This design comes from an exercise in tuning for a short achievable clock period and few clock cycles on the open sky130 flow, not from production work. Function was checked by simulation only, so behaviour that the tests miss may differ from the original. No activity file was given, so power comes from the tool's default toggle rates.

### flow/flow/run.sh
#!/bin/bash
# The standard layout (standard.sh, unchanged synthesis), with repair_timing
# told to keep setup slack well above zero so the achieved period shrinks.
# The make run's full output (every ORFS step's tool output) goes to standard_flow.log;
# each step's own log is also under orfs/logs/.
set -uo pipefail
bash standard.sh SETUP_SLACK_MARGIN=7.5 finish > standard_flow.log 2>&1
### flow/standard.sh
#!/bin/bash
# synth_recipe.tcl (not shown) runs the flow's synth.tcl, then flattens the netlist and writes it again
# the make line also repeats each setting of config.mk as NAME=value (left out here)
make -C /OpenROAD-flow-scripts/flow DESIGN_CONFIG=/design/flow/config.mk WORK_HOME=/design/flow/orfs CLKGATE_MAP_FILE= SYNTH_SCRIPT=/design/flow/synth_recipe.tcl "${@:-finish}"
### flow/constraint.sdc
create_clock -name core_clock -period 11.0 [get_ports {clk}]
set_input_delay 2.2000 -clock core_clock [delete_from_list [all_inputs] [get_ports {clk}]]
set_output_delay 2.2000 -clock core_clock [all_outputs]
set_load 0.01 [all_outputs]
### flow/config.mk
export PLATFORM = sky130hd
export DESIGN_NAME = riscv_pipe_top
export DESIGN_NICKNAME = riscv_pipe_top
export VERILOG_FILES = /design/flow/design.v
export SDC_FILE = /design/flow/constraint.sdc
export NUM_CORES = 4
export LEC_CHECK = 0
export ABC_CLOCK_PERIOD_IN_PS = 3000
export CAP_MARGIN = 20
export CELL_PAD_IN_SITES_DETAIL_PLACEMENT = 2
export CELL_PAD_IN_SITES_GLOBAL_PLACEMENT = 2
export CORE_MARGIN = 2
export CORE_UTILIZATION = 30
export SLEW_MARGIN = 20
export TNS_END_PERCENT = 100
### flow/design.v
`timescale 1ns/1ns
module reg_file (
    input  logic                      clk,
    input  logic                      rst,
    input  logic [5-1:0] rs1_addr,
    input  logic [5-1:0] rs2_addr,
    input  logic [5-1:0] rd_addr,
    input  logic [32-1:0]       rd_data,
    input  logic                      rd_write,
    output logic [32-1:0]       rs1_data,
    output logic [32-1:0]       rs2_data
);
    logic [32-1:0] regs [1:32-1];
    always_ff @(posedge clk or posedge rst) begin
        if (rst) begin
            for (int i = 1; i < 32; i++) regs[i] <= '0;
        end else if (rd_write && rd_addr != '0) begin
            regs[rd_addr] <= rd_data;
        end
    end
    assign rs1_data = (rs1_addr == '0) ? '0 : regs[rs1_addr];
    assign rs2_data = (rs2_addr == '0) ? '0 : regs[rs2_addr];
endmodule
`timescale 1ns/1ns
module ks_add32 (
    input  logic [31:0] a,
    input  logic [31:0] b,
    input  logic        cin,
    output logic [31:0] sum,
    output logic        cout
);
    logic [31:0] g [0:5];
    logic [31:0] p [0:5];
    logic [31:0] p0;
    assign p0 = a ^ b;
    always_comb begin
        g[0] = a & b;
        p[0] = p0;
        g[0][0] = (a[0] & b[0]) | (p0[0] & cin);
        for (int l = 0; l < 5; l++) begin
            for (int i = 0; i < 32; i++) begin
                if (i >= (1 << l)) begin
                    g[l+1][i] = g[l][i] | (p[l][i] & g[l][i - (1 << l)]);
                    p[l+1][i] = p[l][i] & p[l][i - (1 << l)];
                end else begin
                    g[l+1][i] = g[l][i];
                    p[l+1][i] = p[l][i];
                end
            end
        end
    end
    assign sum  = p0 ^ {g[5][30:0], cin};
    assign cout = g[5][31];
endmodule
`timescale 1ns/1ns
module riscv_pipe_top (
    input  logic                clk,
    input  logic                rst,
    output logic [32-1:0] imem_addr,
    input  logic [32-1:0] imem_data,
    output logic [32-1:0] dmem_addr,
    output logic                dmem_read,
    output logic                dmem_write,
    output logic [32-1:0] dmem_wdata,
    input  logic [32-1:0] dmem_rdata
);
    localparam int BTB_IDX = 5;            
    localparam int BTB_TAG = 4;
    localparam int BTB_TGT = 12;           
    localparam int BTB_N   = 1 << BTB_IDX;
    localparam logic [6:0] OPC_OP     = 7'b0110011;
    localparam logic [6:0] OPC_OP_IMM = 7'b0010011;
    localparam logic [6:0] OPC_LOAD   = 7'b0000011;
    localparam logic [6:0] OPC_STORE  = 7'b0100011;
    localparam logic [6:0] OPC_BRANCH = 7'b1100011;
    localparam logic [6:0] OPC_LUI    = 7'b0110111;
    logic [31:0]        pc;
    logic [31:0]        pc_next;
    logic [31:0]        pc_out;           
    logic               if_id_valid;
    logic [31:0]        if_id_inst;
    logic [31:0]        if_id_pc;
    logic               if_id_pred;       
    logic [31:1]        if_id_ptgt;       
    logic               if_id_hit;        
    logic [1:0]         if_id_cnt;
    logic               id_ex_we;
    logic [4:0]         id_ex_rd;
    logic               id_ex_load;
    logic               id_ex_store;
    logic               id_ex_branch;
    logic               id_ex_e_nofwd;    
    logic               id_ex_e_zero;     
    logic               id_ex_br_ltu_e;
    logic [31:0]        id_ex_a;
    logic [31:0]        id_ex_b;
    logic [31:0]        id_ex_s;
    logic               id_ex_fa_alu, id_ex_fa_ld;    
    logic               id_ex_fb_alu, id_ex_fb_ld;    
    logic               id_ex_fs_alu, id_ex_fs_ld;    
    logic               id_ex_fa_sum, id_ex_fb_sum, id_ex_fs_sum;   
    logic               id_ex_sub;
    logic               id_ex_op_add, id_ex_op_sll, id_ex_op_sr, id_ex_op_slt, id_ex_op_sltu;
    logic               id_ex_op_xor, id_ex_op_or, id_ex_op_and;
    logic               id_ex_sra;
    logic               id_ex_br_eq, id_ex_br_lt, id_ex_br_ltu, id_ex_br_inv;
    logic               id_ex_pred;
    logic               id_ex_pgood;
    logic [31:0]        id_ex_pc4;
    logic [31:0]        id_ex_tgt;
    logic [31:0]        id_ex_pc;
    logic               id_ex_hit;
    logic [1:0]         id_ex_cnt;
    logic               ex_mem_load;
    logic               ex_mem_store;
    logic               ex_mem_we;
    logic               ex_mem_branch;
    logic               ex_mem_late;      
    logic [4:0]         ex_mem_rd;
    logic [31:0]        ex_mem_oth;       
    logic               ex_mem_sum;       
    logic [31:0]        ex_mem_addr;
    logic [31:0]        ex_mem_sdata;
    logic               ex_mem_cond;
    logic               ex_mem_pred;
    logic               ex_mem_pgood;
    logic [31:0]        ex_mem_pc4;
    logic [31:0]        ex_mem_tgt;
    logic [31:0]        ex_mem_pc;
    logic               ex_mem_hit;
    logic [1:0]         ex_mem_cnt;
    logic               mem_wb_we;
    logic [4:0]         mem_wb_rd;
    logic [31:0]        mem_wb_val;
    logic [1:0]         btb_cnt [0:BTB_N-1];
    logic [BTB_TAG-1:0] btb_tag [0:BTB_N-1];
    logic [BTB_TGT:1]   btb_tgt [0:BTB_N-1];
    logic [BTB_IDX-1:0] f_idx;
    logic               f_hit;
    logic [1:0]         f_cnt;
    logic               f_pred;
    logic [31:1]        f_tgt;
    logic               f_bpred;
    logic [31:1]        f_btgt;
    assign imem_addr = pc_out;
    assign f_idx     = pc[BTB_IDX+1:2];
    assign f_hit     = (btb_cnt[f_idx] != 2'b00) && (btb_tag[f_idx] == pc[BTB_IDX+BTB_TAG+1:BTB_IDX+2]);
    assign f_cnt     = btb_cnt[f_idx];
    assign f_bpred   = f_hit && f_cnt[1];
    assign f_btgt    = {pc[31:BTB_TGT+1], btb_tgt[f_idx]};
    logic [13:0] f_lo;
    logic [31:13] f_hi_inc, f_hi_dec;
    logic        f_sbr;
    logic [31:1] f_stgt;
    assign f_sbr    = imem_data[6:0] == OPC_BRANCH && imem_data[31];
    assign f_lo     = {1'b0, pc[12:0]} + {1'b0, imem_data[31], imem_data[7], imem_data[30:25], imem_data[11:8], 1'b0};
    assign f_hi_inc = pc[31:13] + 19'd1;
    assign f_hi_dec = pc[31:13] - 19'd1;
    assign f_stgt   = {f_lo[13] ? pc[31:13] : f_hi_dec, f_lo[12:1]};
    assign f_pred   = f_bpred || (!f_hit && f_sbr);
    assign f_tgt    = f_hit ? f_btgt : f_stgt;
    logic [6:0]  d_opc;
    logic [2:0]  d_f3;
    logic [4:0]  d_rs1, d_rs2, d_rd;
    logic        d_is_op, d_is_opi, d_is_load, d_is_store, d_is_br, d_is_lui;
    logic        d_use1, d_use2, d_we;
    logic [31:0] d_imm_i, d_imm_s, d_imm_b, d_imm_u;
    logic [31:0] d_tgt, d_pc4;
    logic [31:0] rf_rs1, rf_rs2;
    logic [31:0] d_mem_val;
    logic [31:0] d_v1, d_v2;
    logic        d_ex1, d_ex2;
    logic        d_tgt_ok;
    logic        d_pred;
    logic        id_redirect;
    logic [31:0] id_redirect_pc;
    logic        mem_miss;
    logic [31:0] mem_next;
    logic        mem_resume_id, mem_resume_if;
    logic        kill_ex, kill_id;
    logic        mem_redirect;
    logic        d_fa_any, d_fb_any, d_fsum1, d_fsum2;
    logic        x_early, x_cond_e, x_miss_e, x_resume_if, ex_redirect;
    logic [31:0] ex_redirect_pc;
    logic [31:0] mem_redirect_pc;
    assign d_opc    = if_id_inst[6:0];
    assign d_f3     = if_id_inst[14:12];
    assign d_rd     = if_id_inst[11:7];
    assign d_rs1    = if_id_inst[19:15];
    assign d_rs2    = if_id_inst[24:20];
    assign d_is_op    = if_id_valid && d_opc == OPC_OP;
    assign d_is_opi   = if_id_valid && d_opc == OPC_OP_IMM;
    assign d_is_load  = if_id_valid && d_opc == OPC_LOAD;
    assign d_is_store = if_id_valid && d_opc == OPC_STORE;
    assign d_is_br    = if_id_valid && d_opc == OPC_BRANCH;
    assign d_is_lui   = if_id_valid && d_opc == OPC_LUI;
    assign d_use1 = (d_is_op || d_is_opi || d_is_load || d_is_store || d_is_br) && d_rs1 != 5'd0;
    assign d_use2 = (d_is_op || d_is_store || d_is_br) && d_rs2 != 5'd0;
    assign d_we   = (d_is_op || d_is_opi || d_is_load || d_is_lui) && d_rd != 5'd0;
    assign d_imm_i = {{20{if_id_inst[31]}}, if_id_inst[31:20]};
    assign d_imm_s = {{20{if_id_inst[31]}}, if_id_inst[31:25], if_id_inst[11:7]};
    assign d_imm_b = {{20{if_id_inst[31]}}, if_id_inst[7], if_id_inst[30:25], if_id_inst[11:8], 1'b0};
    assign d_imm_u = {if_id_inst[31:12], 12'b0};
    assign d_tgt   = if_id_pc + d_imm_b;
    assign d_pc4   = if_id_pc + 32'd4;
    reg_file i_reg_file (
        .clk      (clk),
        .rst      (rst),
        .rs1_addr (d_rs1),
        .rs2_addr (d_rs2),
        .rd_addr  (mem_wb_rd),
        .rd_data  (mem_wb_val),
        .rd_write (mem_wb_we),
        .rs1_data (rf_rs1),
        .rs2_data (rf_rs2)
    );
    assign d_ex1     = id_ex_we && id_ex_rd == d_rs1;
    assign d_ex2     = id_ex_we && id_ex_rd == d_rs2;
    assign d_mem_val = ex_mem_load ? dmem_rdata : ex_mem_sum ? ex_mem_addr : ex_mem_oth;
    always_comb begin
        if (ex_mem_we && ex_mem_rd == d_rs1)      d_v1 = d_mem_val;
        else if (mem_wb_we && mem_wb_rd == d_rs1) d_v1 = mem_wb_val;
        else                                      d_v1 = rf_rs1;
        if (ex_mem_we && ex_mem_rd == d_rs2)      d_v2 = d_mem_val;
        else if (mem_wb_we && mem_wb_rd == d_rs2) d_v2 = mem_wb_val;
        else                                      d_v2 = rf_rs2;
    end
    assign d_fa_any = d_use1 && d_ex1 && !kill_ex;
    assign d_fb_any = d_use2 && d_ex2 && !kill_ex;
    assign d_fsum1  = d_use1 && d_ex1 && !kill_ex && !id_ex_load && id_ex_op_add;
    assign d_fsum2  = d_use2 && d_ex2 && !kill_ex && !id_ex_load && id_ex_op_add;
    always_comb begin
        id_redirect    = 1'b0;
        id_redirect_pc = d_tgt;
        d_pred         = if_id_pred;
        d_tgt_ok       = (if_id_ptgt == d_tgt[31:1]);
        if (if_id_valid && !d_is_br && if_id_pred) begin
            id_redirect    = 1'b1;                
            id_redirect_pc = d_pc4;
            d_pred         = 1'b0;
        end else if (d_is_br && !if_id_hit && !if_id_pred && if_id_inst[31]) begin
            id_redirect    = 1'b1;                
            d_pred         = 1'b1;
            d_tgt_ok       = 1'b1;
        end
    end
    logic [31:0] x_a, x_b, x_s;
    logic [32:0] x_sum;
    logic        x_eq, x_lt, x_ltu;
    logic [31:0] x_sll, x_sr;
    logic [31:0] x_res;
    logic        x_cond;
    always_comb begin
        x_a = id_ex_fa_ld ? dmem_rdata : id_ex_fa_sum ? ex_mem_addr : id_ex_fa_alu ? ex_mem_oth : id_ex_a;
        x_b = id_ex_fb_ld ? dmem_rdata : id_ex_fb_sum ? ex_mem_addr : id_ex_fb_alu ? ex_mem_oth : id_ex_b;
        x_s = id_ex_fs_ld ? dmem_rdata : id_ex_fs_sum ? ex_mem_addr : id_ex_fs_alu ? ex_mem_oth : id_ex_s;
    end
    logic [31:0] x_s0;
    logic        x_c0;
    ks_add32 i_add (
        .a    (x_a ^ {32{id_ex_sub}}),
        .b    (x_b),
        .cin  (1'b0),
        .sum  (x_s0),
        .cout (x_c0)
    );
    assign x_sum = {x_c0, x_s0 ^ {32{id_ex_sub}}};
    assign x_eq  = (x_a == x_b);
    assign x_ltu = x_c0;
    assign x_lt  = (x_a[31] ^ x_b[31]) ? x_a[31] : !x_s0[31];
    assign x_sll = x_a << x_b[4:0];
    assign x_sr  = $signed({id_ex_sra & x_a[31], x_a}) >>> x_b[4:0];
    assign x_res = ({32{id_ex_op_sll}}  & x_sll)
                 | ({32{id_ex_op_sr}}   & x_sr)
                 | ({32{id_ex_op_slt}}  & {31'b0, x_lt})
                 | ({32{id_ex_op_sltu}} & {31'b0, x_ltu})
                 | ({32{id_ex_op_xor}}  & (x_a ^ x_b))
                 | ({32{id_ex_op_or}}   & (x_a | x_b))
                 | ({32{id_ex_op_and}}  & (x_a & x_b));
    assign x_cond = (id_ex_br_eq ? x_eq : id_ex_br_lt ? x_lt : id_ex_br_ltu ? x_ltu : 1'b0) ^ id_ex_br_inv;
    logic x_eq_e, x_lt_e, x_ltu_e, x_cmp_e;
    assign x_eq_e   = (id_ex_a == id_ex_b);
    assign x_lt_e   = $signed(id_ex_a) < $signed(id_ex_b);
    assign x_ltu_e  = id_ex_a < id_ex_b;
    assign x_cmp_e  = id_ex_e_nofwd ? (id_ex_br_eq ? x_eq_e : id_ex_br_lt ? x_lt_e : id_ex_br_ltu_e ? x_ltu_e : 1'b0)
                                    : (ex_mem_addr == 32'b0);
    assign x_cond_e = x_cmp_e ^ id_ex_br_inv;
    assign x_early  = id_ex_e_nofwd || id_ex_e_zero;
    assign x_miss_e = id_ex_branch && x_early && !mem_miss && (x_cond_e ? !id_ex_pgood : id_ex_pred);
    assign x_resume_if    = x_cond_e ? (pc == id_ex_tgt) : (pc == id_ex_pc4);
    assign ex_redirect    = x_miss_e && !x_resume_if;
    assign ex_redirect_pc = x_cond_e ? id_ex_tgt : id_ex_pc4;
    assign mem_miss        = ex_mem_late && (ex_mem_cond ? !ex_mem_pgood : ex_mem_pred);
    assign mem_next        = ex_mem_cond ? ex_mem_tgt : ex_mem_pc4;
    assign mem_resume_id   = if_id_valid && (if_id_pc == mem_next);
    assign mem_resume_if   = (pc == mem_next);
    assign kill_ex         = mem_miss;
    assign kill_id         = mem_miss ? !mem_resume_id : x_miss_e;
    assign mem_redirect    = mem_miss && !mem_resume_id && !mem_resume_if;
    assign mem_redirect_pc = mem_next;
    always_comb begin
        if (mem_redirect)                 pc_next = mem_redirect_pc;
        else if (ex_redirect)             pc_next = ex_redirect_pc;
        else if (id_redirect && !kill_id) pc_next = id_redirect_pc;
        else                              pc_next = f_pred ? {f_tgt, 1'b0} : pc + 32'd4;
    end
    always_ff @(posedge clk or posedge rst) begin
        if (rst) begin
            pc          <= 32'h0000_0000;
            if_id_valid <= 1'b0;
        end else begin
            pc          <= pc_next;
            if_id_valid <= !mem_redirect && !ex_redirect && !(id_redirect && !kill_id);
        end
    end
    always_ff @(posedge clk) begin
        pc_out <= rst ? 32'h0000_0000 : pc_next;
    end
    always_ff @(posedge clk) begin
        if_id_inst <= imem_data;
        if_id_pc   <= pc;
        if_id_pred <= f_pred;
        if_id_ptgt <= f_tgt;
        if_id_hit  <= f_hit;
        if_id_cnt  <= f_cnt;
    end
    always_ff @(posedge clk or posedge rst) begin
        if (rst) begin
            id_ex_we     <= 1'b0;
            id_ex_load   <= 1'b0;
            id_ex_store  <= 1'b0;
            id_ex_branch <= 1'b0;
        end else if (kill_id) begin
            id_ex_we     <= 1'b0;
            id_ex_load   <= 1'b0;
            id_ex_store  <= 1'b0;
            id_ex_branch <= 1'b0;
        end else begin
            id_ex_we     <= d_we;
            id_ex_load   <= d_is_load;
            id_ex_store  <= d_is_store;
            id_ex_branch <= d_is_br;
        end
    end
    always_ff @(posedge clk) begin
        id_ex_rd      <= d_rd;
        id_ex_a       <= d_is_lui ? 32'b0 : d_v1;
        id_ex_b       <= (d_is_op || d_is_br) ? d_v2 :
                         d_is_lui             ? d_imm_u :
                         d_is_store           ? d_imm_s : d_imm_i;
        id_ex_s       <= d_v2;
        id_ex_e_nofwd <= !d_fa_any && !d_fb_any;
        id_ex_e_zero  <= d_f3[2:1] == 2'b00 && ((d_rs2 == 5'd0 && d_fsum1) || (d_rs1 == 5'd0 && d_fsum2));
        id_ex_br_ltu_e <= d_f3[2:1] == 2'b11;
        id_ex_fa_alu  <= d_use1 && d_ex1 && !id_ex_load && !id_ex_op_add && !kill_ex;
        id_ex_fa_sum  <= d_use1 && d_ex1 && !id_ex_load &&  id_ex_op_add && !kill_ex;
        id_ex_fa_ld   <= d_use1 && d_ex1 &&  id_ex_load && !kill_ex;
        id_ex_fb_alu  <= (d_is_op || d_is_br) && d_use2 && d_ex2 && !id_ex_load && !id_ex_op_add && !kill_ex;
        id_ex_fb_sum  <= (d_is_op || d_is_br) && d_use2 && d_ex2 && !id_ex_load &&  id_ex_op_add && !kill_ex;
        id_ex_fb_ld   <= (d_is_op || d_is_br) && d_use2 && d_ex2 &&  id_ex_load && !kill_ex;
        id_ex_fs_alu  <= d_is_store && d_use2 && d_ex2 && !id_ex_load && !id_ex_op_add && !kill_ex;
        id_ex_fs_sum  <= d_is_store && d_use2 && d_ex2 && !id_ex_load &&  id_ex_op_add && !kill_ex;
        id_ex_fs_ld   <= d_is_store && d_use2 && d_ex2 &&  id_ex_load && !kill_ex;
        id_ex_sub     <= d_is_br || ((d_is_op || d_is_opi) && (d_f3 == 3'b010 || d_f3 == 3'b011)) ||
                         (d_is_op && d_f3 == 3'b000 && if_id_inst[30]);
        id_ex_op_add  <= d_is_load || d_is_store || d_is_lui || ((d_is_op || d_is_opi) && d_f3 == 3'b000);
        id_ex_op_sll  <= (d_is_op || d_is_opi) && d_f3 == 3'b001;
        id_ex_op_slt  <= (d_is_op || d_is_opi) && d_f3 == 3'b010;
        id_ex_op_sltu <= (d_is_op || d_is_opi) && d_f3 == 3'b011;
        id_ex_op_xor  <= (d_is_op || d_is_opi) && d_f3 == 3'b100;
        id_ex_op_sr   <= (d_is_op || d_is_opi) && d_f3 == 3'b101;
        id_ex_op_or   <= (d_is_op || d_is_opi) && d_f3 == 3'b110;
        id_ex_op_and  <= (d_is_op || d_is_opi) && d_f3 == 3'b111;
        id_ex_sra     <= if_id_inst[30];
        id_ex_br_eq   <= d_f3[2:1] == 2'b00;
        id_ex_br_lt   <= d_f3[2:1] == 2'b10;
        id_ex_br_ltu  <= d_f3[2:1] == 2'b11;
        id_ex_br_inv  <= d_f3[0] && d_f3[2:1] != 2'b01;
        id_ex_pred    <= d_pred;
        id_ex_pgood   <= d_pred && d_tgt_ok;
        id_ex_pc4     <= d_pc4;
        id_ex_tgt     <= d_tgt;
        id_ex_pc      <= if_id_pc;
        id_ex_hit     <= if_id_hit;
        id_ex_cnt     <= if_id_cnt;
    end
    always_ff @(posedge clk or posedge rst) begin
        if (rst) begin
            ex_mem_load   <= 1'b0;
            ex_mem_store  <= 1'b0;
            ex_mem_we     <= 1'b0;
            ex_mem_branch <= 1'b0;
            ex_mem_late   <= 1'b0;
        end else if (kill_ex) begin
            ex_mem_load   <= 1'b0;
            ex_mem_store  <= 1'b0;
            ex_mem_we     <= 1'b0;
            ex_mem_branch <= 1'b0;
            ex_mem_late   <= 1'b0;
        end else begin
            ex_mem_load   <= id_ex_load;
            ex_mem_store  <= id_ex_store;
            ex_mem_we     <= id_ex_we;
            ex_mem_branch <= id_ex_branch;
            ex_mem_late   <= id_ex_branch && !x_early;
        end
    end
    always_ff @(posedge clk) begin
        ex_mem_rd    <= id_ex_rd;
        ex_mem_oth   <= x_res;
        ex_mem_sum   <= id_ex_op_add;
        ex_mem_addr  <= x_sum[31:0];
        ex_mem_sdata <= x_s;
        ex_mem_cond  <= x_cond;
        ex_mem_pred  <= id_ex_pred;
        ex_mem_pgood <= id_ex_pgood;
        ex_mem_pc4   <= id_ex_pc4;
        ex_mem_tgt   <= id_ex_tgt;
        ex_mem_pc    <= id_ex_pc;
        ex_mem_hit   <= id_ex_hit;
        ex_mem_cnt   <= id_ex_cnt;
    end
    assign dmem_addr  = ex_mem_addr;
    assign dmem_read  = ex_mem_load;
    assign dmem_write = ex_mem_store;
    assign dmem_wdata = ex_mem_sdata;
    logic [BTB_IDX-1:0] u_idx;
    logic [1:0]         u_cnt;
    assign u_idx = ex_mem_pc[BTB_IDX+1:2];
    always_comb begin
        if (!ex_mem_hit)                              u_cnt = 2'b10;
        else if (ex_mem_cond && ex_mem_cnt != 2'b11)  u_cnt = ex_mem_cnt + 2'b01;
        else if (!ex_mem_cond && ex_mem_cnt != 2'b01) u_cnt = ex_mem_cnt - 2'b01;
        else                                          u_cnt = ex_mem_cnt;
    end
    always_ff @(posedge clk or posedge rst) begin
        if (rst) begin
            for (int i = 0; i < BTB_N; i++) btb_cnt[i] <= 2'b00;
        end else if (ex_mem_branch && (ex_mem_hit || ex_mem_cond)) begin
            btb_cnt[u_idx] <= u_cnt;
        end
    end
    always_ff @(posedge clk) begin
        if (ex_mem_branch && ex_mem_cond) begin
            btb_tag[u_idx] <= ex_mem_pc[BTB_IDX+BTB_TAG+1:BTB_IDX+2];
            btb_tgt[u_idx] <= ex_mem_tgt[BTB_TGT:1];
        end
    end
    always_ff @(posedge clk or posedge rst) begin
        if (rst) mem_wb_we <= 1'b0;
        else     mem_wb_we <= ex_mem_we;
    end
    always_ff @(posedge clk) begin
        mem_wb_rd  <= ex_mem_rd;
        mem_wb_val <= d_mem_val;
    end
endmodule
==> results.toml, run 1 <==
[synth]
syn_area_mm2 = 0.107
synth_largest_area_cell = "dfrtp_1"
ys_types = 101
yosys_warnings = 7
synth_seq_cells = 2162
synth_ff_type = "dfrtp_1"
synthAdderAreaFrac = 0.0219
async_flop_share = 0.508
synth_area_per_cell_um2 = 11.5
netlist_instances = 9262
synth_top_family_by_area = "multiplexers"
synthMuxAreaShare = 0.175
syn_nets = 9513
yosys-top-cells-area = "dfrtp_1, edfxtp_1, mux2_2"
synth_compound_area_frac = 0.154
yosys.area_share.simple = 0.0826
ys_seq_area_frac = 0.504
synth_edf_count = 512
synthXorXnorAreaFrac = 0.0280
synth_top_area_frac = 0.257

[drt]
drcViolationCount = 0
drtPass1Iterations = 10
vias = 91900
drtIter0Drc = 11200
antenna_left = 0
wl_per_cell_um = 39.5
route.detailed.vias_per_inst = 6.23
drt_wl_total_um = 582000

[power_and_ir_drop]
p_sw_uw = 9400
p_int_uw = 17200
p_leak_uw = 0.0555
p_clk_frac = 0.333
power.density_cell_area_mw_per_mm2 = 197
power_frac_comb = 0.287
irDropWorstVdd_mv = 0.152
pwr-share-seq = 0.380
switching_share = 0.353

[clock_network]
clk_latency_ns = 0.98
clk_pin_slew_worst_paths_ns = 0.07
cts.sinks = 2162
cts_tree = "done"
holdBufCountCts = 0
h-tree-depth = 4
clock-root-buffer = "clkbuf_16"
cts_buffer_depth = 4
cts_buffers = 244

[place]
place.port_buffers = 163
dp.cells = 13700
place_ws_ns = 3.25
gp_congestion = 0.917
hpwl_um = 350000

[worst_hold_path]
holdPathStages = 0
hold_path.class = "register to register"

[global_routing]
antenna_found_initial = 27
grt_max_degree = 112
grt_pass1_wl_um = 795000
overflow = 0
grt_util_all_layers = 0.309
grt_pass1_vias = 95500

[setup_path]
crit_type = "input port to register"
worstPathArrival_ns = 5.70
reg2reg_depth = 15
cp_data_required_time_ns = 11.80
cp-end-kind = "register"
worstPathMaxFanout = 3
worstSetupStartpointType = "input port"

[timing]
hold_viol = 0
rsz0062_at_grt = "yes"
finalSetupViolations = 0
finClkSkew_ns = 0.0626
finalSetupTns_ns = 0
max_slew.worst_pin.slew_ns = 1.29
max_slew_margin = 0.141
timing.fmax_ghz = 0.204
post-route-period-util = 0.446
setup_ws_ns = 6.10
fin_crit_ns = 4.90
drv_slew = 0

[cells_and_area]
drive_above_1_share = 0.361
nNetsFinal = 10000
syn2layout_area_growth_pct = 26.0
finalNonFillerCells = 14700
nFillCells = 36200

[job]
max_cap_violations = 0

[floorplanning]
die_area_mm2 = 0.361
fp-row-count = 219
die_h_um = 601
chipWidth_um = 601
core_area_mm2 = 0.355
pin_count = 164
initial_core_util = 0.301

[run_status]
status = "no timing/DRC/antenna violations"
## worst max-delay path: stages
cell	delay (ns)
buf_12	0.12
nand2_4	0.04
o31a_1	0.24
xnor2_1	0.11
ha_2	0.24
inv_2	0.06
fa_2	0.21
nor2b_2	0.05
o31a_1	0.29
o211ai_1	0.31
a22oi_2	0.10
buf_6	0.16
a21oi_4	0.20
a21oi_4	0.10
o41ai_4	0.34
o21ai_2	0.11
a311o_1	0.31
buf_4	0.14
a221o_1	0.34
## cell usage after synthesis, types with 182 or more instances
cell type,count
mux2_2,1083
dfrtp_1,1099
o21ai_0,359
a22o_1,261
nor2_1,474
xnor2_1,211
a221oi_1,262
a21oi_1,360
mux2i_1,302
inv_1,205
ha_1,182
clkbuf_1,574
a22oi_1,356
edfxtp_1,512
nand2_1,450
dfxtp_1,551
## metal layers
layer | vias to the layer above | global-route usage | routed length [um]
li1 | 36200 | - | -
met4 | 13 | 0.160 | 34800
met2 | 4892 | 0.481 | 262000
met1 | 49300 | 0.408 | 240000
met3 | 1541 | 0.0573 | 45900
met5 | - | 0 | 166
## logic make-up (layout without fill, tap and decap cells)
| logic type | after synthesis | in the layout |
|---|---|---|
| adder cells (fa/ha/maj) | 185 | 185 |
| multiplexers | 1541 | 1542 |
| AO/OA/AOI/OAI | 2260 | 2260 |
| buffers and inverters | 957 | 1669 |
| XOR/XNOR | 336 | 336 |
| AND/OR/NAND/NOR | 1821 | 1822 |
| other | 0 | 18 |
| flip-flops | 2162 | 2162 |
## registers in the layout (all words and copies together) (netlist names), 32 cells and up
| name | cells |
|---|---|
| if_id_pc | 32 |
| btb_tag | 128 |
| id_ex_s | 32 |
| id_ex_a | 32 |
| pc_out | 32 |
| ex_mem_addr | 32 |
| ex_mem_oth | 32 |
| btb_cnt | 64 |
| ex_mem_sdata | 32 |
| btb_tgt | 384 |
| id_ex_b | 32 |
| pc | 32 |
| i_reg_file.regs | 992 |
| mem_wb_val | 32 |
| if_id_inst | 32 |
## through the flow
stage | total power [uW] | instance area (um^2) | utilization | hold slack (ns)
floorplan | 13300 | 107000 | - | 0.310
global placement | 16000 | 115000 | 0.323 | 0.312
detailed placement | 16200 | 115000 | 0.324 | 0.314
CTS | 26000 | 131000 | 0.369 | 0.318
global route | 27300 | 135000 | 0.379 | 0.327
finish | 26600 | 135000 | 0.379 | 0.321
## worst paths after layout
| check | startpoint | endpoint | slack [ns] |
|---|---|---|---|
| worst max-delay path | dmem_rdata[0] | ex_mem_oth[0] | 6.10 |
| worst min-delay path | id_ex_pc[8] | ex_mem_pc[8] | 0.32 |
| worst max register to register | ex_mem_cond | pc_out[13] | 6.20 |
| worst min register to register | id_ex_pc[8] | ex_mem_pc[8] | 0.32 |
| max in group asynchronous | rst | i_reg_file.regs[29][2] | 7.63 |
| min in group asynchronous | rst | pc[18] | 1.85 |
## power groups by stage
stage | registers [uW] | logic (uW) | clock network (uW)
after floorplan | 9660 | 3630 | 0
after global placement | 10200 | 5780 | 0
after detailed placement | 10300 | 5900 | 0
after CTS | 10100 | 6990 | 8980
after global routing | 10100 | 7910 | 9290
final | 10100 | 7620 | 8870
## layout make-up
type	count	area (um^2)	share of cell area
Antenna cell	18	45.0	0.000334
Clock buffer	349	7020	0.0521
Clock inverter	109	1440	0.0106
Inverter	216	928	0.00689
Multi-Input combinational cell	6145	54900	0.408
Sequential cell	2162	54300	0.403
Tap cell	4751	5940	0.0441
Timing Repair Buffer	992	10200	0.0755
Timing Repair inverter	3	31.3	0.000232
## cell usage in the layout (no fill, tap or decap), types with 154 or more instances in the layout
cell	synthesis	routed
a22o_1	261	259
mux2_2	1083	1072
a221oi_1	262	245
nand4_1	176	176
xnor2_1	211	187
mux2i_1	302	235
mux4_2	154	154
dfxtp_1	551	408
inv_1	205	183
nor2_1	474	337
dfrtp_1	1099	1092
clkbuf_16	0	254
nand2_1	450	385
edfxtp_1	512	512
a22oi_1	356	348
a21oi_1	360	281
buf_4	3	566
buf_6	6	221
o21ai_0	359	257
## timing repair
item,in CTS,in global routing
endpoints found under the setup margin,1044,973
pin swaps,237,224
hold endpoints to repair,0,0
buffers inserted,325,158
gates cloned,27,8
gates resized for setup,1759,454
Testbench counts, summed over its fixed seeds: cycles 101,844.
==> run 2: changes to the inputs <==
--- a/flow/config.mk
+++ b/flow/config.mk
@@ -7,9 +7,9 @@
 export LEC_CHECK = 0
 export ABC_CLOCK_PERIOD_IN_PS = 3000
 export CAP_MARGIN = 20
-export CELL_PAD_IN_SITES_DETAIL_PLACEMENT = 2
-export CELL_PAD_IN_SITES_GLOBAL_PLACEMENT = 2
+export CELL_PAD_IN_SITES_DETAIL_PLACEMENT = 1
+export CELL_PAD_IN_SITES_GLOBAL_PLACEMENT = 1
 export CORE_MARGIN = 2
-export CORE_UTILIZATION = 30
+export CORE_UTILIZATION = 45
 export SLEW_MARGIN = 20
 export TNS_END_PERCENT = 100
==> run 2 against run 1 <==
Net effect:
- total power fell by 2.3%
- largest cell class is now registers
- critical path depth grew 1
- final area shrank 3.7%
- sequential power about the same
- still clean on timing, DRC and antenna
==> results.toml, run 2 <==
[run_status]
status = "no timing/DRC/antenna violations"

[global_routing]
grt_max_degree = 158
grt_pass1_wl_um = 722000
antenna_found_initial = 18
grt_pass1_vias = 91700
grt_util_all_layers = 0.419
overflow = 0

[drt]
drt_wl_total_um = 522000
drcViolationCount = 0
route.detailed.vias_per_inst = 6.96
drtPass1Iterations = 10
drtIter0Drc = 12200
vias = 90700
antenna_left = 0
wl_per_cell_um = 40.0

[synth]
synth_largest_area_cell = "dfrtp_1"
synth_seq_cells = 2162
synth_area_per_cell_um2 = 11.5
yosys.area_share.simple = 0.0826
synthMuxAreaShare = 0.175
yosys_warnings = 7
synth_ff_type = "dfrtp_1"
synth_top_family_by_area = "multiplexers"
synthXorXnorAreaFrac = 0.0280
synthTopCellsByCount = "dfrtp_1, mux2_2, clkbuf_1, dfxtp_1, edfxtp_1"
synthAdderAreaFrac = 0.0219
ys_types = 101
syn_area_mm2 = 0.107
netlist_instances = 9262
synth_compound_area_frac = 0.154
synth_edf_count = 512
ys_seq_area_frac = 0.504
syn_nets = 9513
async_flop_share = 0.508
synth.most_common_cell = "dfrtp_1"
synth_top_area_frac = 0.257
yosys-top-cells-area = "dfrtp_1, edfxtp_1, mux2_2"

[setup_path]
worstPathMaxFanout = 3
worstSetupStartpoint = "dmem_rdata[0]"
timing.rr.end = "pc_out[2]"
critPathTopFamily = "compound AO/OA/AOI/OAI gates"
worst-path-stages = 20
crit_type = "input port to register"
cp-endpoint = "ex_mem_cond"
cp_data_required_time_ns = 11.82
cp_slowest_cell = "o41ai_4"
worstPathArrival_ns = 5.70
reg2reg_slack_ns = 6.14
slowest_delay_ns = 0.37
path_cells = "buf_8 > nand2_4 > o31a_1 > xnor2_2 > ha_2 > inv_2 > fa_2 > nor2b_2 > o31a_1 > o211ai_1 > buf_4 > a22oi_2 > a21oi_2 > a21oi_2 > o41ai_4 > o21ai_2 > a311o_1 > a31o_2 > a31oi_4 > xnor2_1"
path_buf_inv = 3
worst_r2r_startpoint = "ex_mem_cond"
cp-end-kind = "register"
reg2reg_depth = 14
worstSetupStartpointType = "input port"

[timing]
rsz0062_at_grt = "yes"
timing.fmax_ghz = 0.205
fin_crit_ns = 4.88
hold_viol = 0
hold_slack_ns = 0.319
max_slew_margin = 0.120
finClkSkew_ns = 0.0973
post-route-period-util = 0.444
finalSetupViolations = 0
setup_ws_ns = 6.12
max_slew.worst_pin.slew_ns = 1.32
drv_slew = 0

[power_and_ir_drop]
p_total_uw = 26000
power_frac_comb = 0.288
pwr-share-seq = 0.383
power.density_cell_area_mw_per_mm2 = 200
irDropWorstVdd_mv = 0.210
p_int_uw = 16900
switching_share = 0.348
p_clk_frac = 0.328
p_sw_uw = 9040
p_leak_uw = 0.0547

[clock_network]
clk_latency_ns = 0.96
cts.sinks = 2162
cts_buffer_depth = 3
holdBufCountCts = 0
clk_pin_slew_worst_paths_ns = 0.07
h-tree-depth = 4
cts_buffers = 235
clock-root-buffer = "clkbuf_16"
cts_tree = "done"

[place]
place_ws_ns = 3.25
hpwl_um = 308000
gp_congestion = 0.944
place.port_buffers = 163

[floorplanning]
core_area_mm2 = 0.236
die_h_um = 491
pin_count = 164
initial_core_util = 0.453
fp-row-count = 178
chipWidth_um = 491
die_area_mm2 = 0.242

[cells_and_area]
nNetsFinal = 9905
final_util = 0.550
drive_above_1_share = 0.327
syn2layout_area_growth_pct = 21.3
biggestRegsByFlops = "i_reg_file.regs (992), btb_tgt (384), btb_tag (128)"
largest_reg_flops = 992
final_cell_mix = "dfrtp_1, mux2_2, buf_4"
largest_register = "i_reg_file.regs"
final_common_cell = "dfrtp_1"

[job]
max_cap_violations = 0

[worst_hold_path]
hold_path.class = "register to register"
## run 2: how the worst min path moves through the flow
stage                 startpoint            end  slack, ns  depth (start not counted)
finish               id_ex_pc[7]   ex_mem_pc[7]       0.32                          0
CTS                  id_ex_pc[7]   ex_mem_pc[7]       0.29                          0
detailed placement   id_ex_pc[6]   ex_mem_pc[6]       0.31                          0
global placement    id_ex_cnt[1]  ex_mem_cnt[1]       0.31                          0
global route         id_ex_pc[7]   ex_mem_pc[7]       0.30                          0
floorplan           id_ex_cnt[0]  ex_mem_cnt[0]       0.31                          0
## run 2: metrics by stage
step | std cells | cell area, um^2 | setup TNS, ns
after CTS | 12900 | 128000 | 0
after floorplan | 9262 | 107000 | -7073.43
after global routing | 13000 | 130000 | 0
after global placement | 12100 | 113000 | 0
after detailed placement | 12100 | 113000 | 0
final | 13000 | 130000 | 0
## run 2: per-layer routing
metal,wire length [um],GRT usage
met1,206000,0.556
met2,225000,0.627
met3,54300,0.102
met4,36800,0.237
met5,112,0.00238
## run 2: cells by family after synthesis
kind of cell | Yosys count
simple gates | 1821
buf+inv | 957
flops | 2162
compound gates | 2260
mux | 1541
xor+xnor | 336
fa+ha+maj | 185
## run 2: area by class of cell
cell class / instances / area, um^2
multi-input combinational: 6145 / 53100
clock inverter: 119 / 1630
tap: 3150 / 3940
inverter: 216 / 935
timing repair inverter: 5 / 62.6
timing repair buffer: 889 / 9100
clock buffer: 328 / 6740
antenna: 12 / 30.0
fill: 23600 / 106000
sequential: 2162 / 54200
## run 2: what timing repair did
action                     in CTS  in global routing
cloned                         36                  5
setup buffers                 317                 82
setup endpoints to repair     998                927
pin swaps                     205                102
gates resized for setup      1396                259
## run 2: power by group through the flow
stage | registers, uW | logic (uW) | clock network [uW]
global placement | 10100 | 5730 | 0
floorplan | 9660 | 3630 | 0
global route | 9990 | 7760 | 8910
CTS | 9900 | 7040 | 8570
detailed placement | 10100 | 5790 | 0
finish | 9960 | 7490 | 8530

separate check: timing with driven ports:
Ports are ideal in the flow. The routed layouts listed here were re-timed in OpenROAD. Step 1 assumes that a clkbuf_16 drives the clock port and a buf_2 every other input. Step 2 also shifts input and output timing later by t, the mid clock arrival at the registers, as if the neighbouring blocks saw the same clock. Slacks: no drivers / after step 1 / after step 2; pairs: no drivers / after step 1.
run | shift t [ns] | setup WS [ns] | hold WS [ns] | latest minus earliest clock arrival (ns) | worst data-port slew with drivers (ns)
run 1 | 1.042 | 6.098 / 6.148 / 5.107 | 0.321 / 0.321 / 0.321 | 0.078 / 0.079 | 0.11
run 2 | 1.010 | 6.116 / 6.137 / 5.156 | 0.319 / 0.319 / 0.319 | 0.103 / 0.103 | 0.07
After both steps setup and hold are still met in every run listed. The setup slack of run 1, which loses most, moves by +0.050 ns with the drivers and by -0.991 ns with both steps.
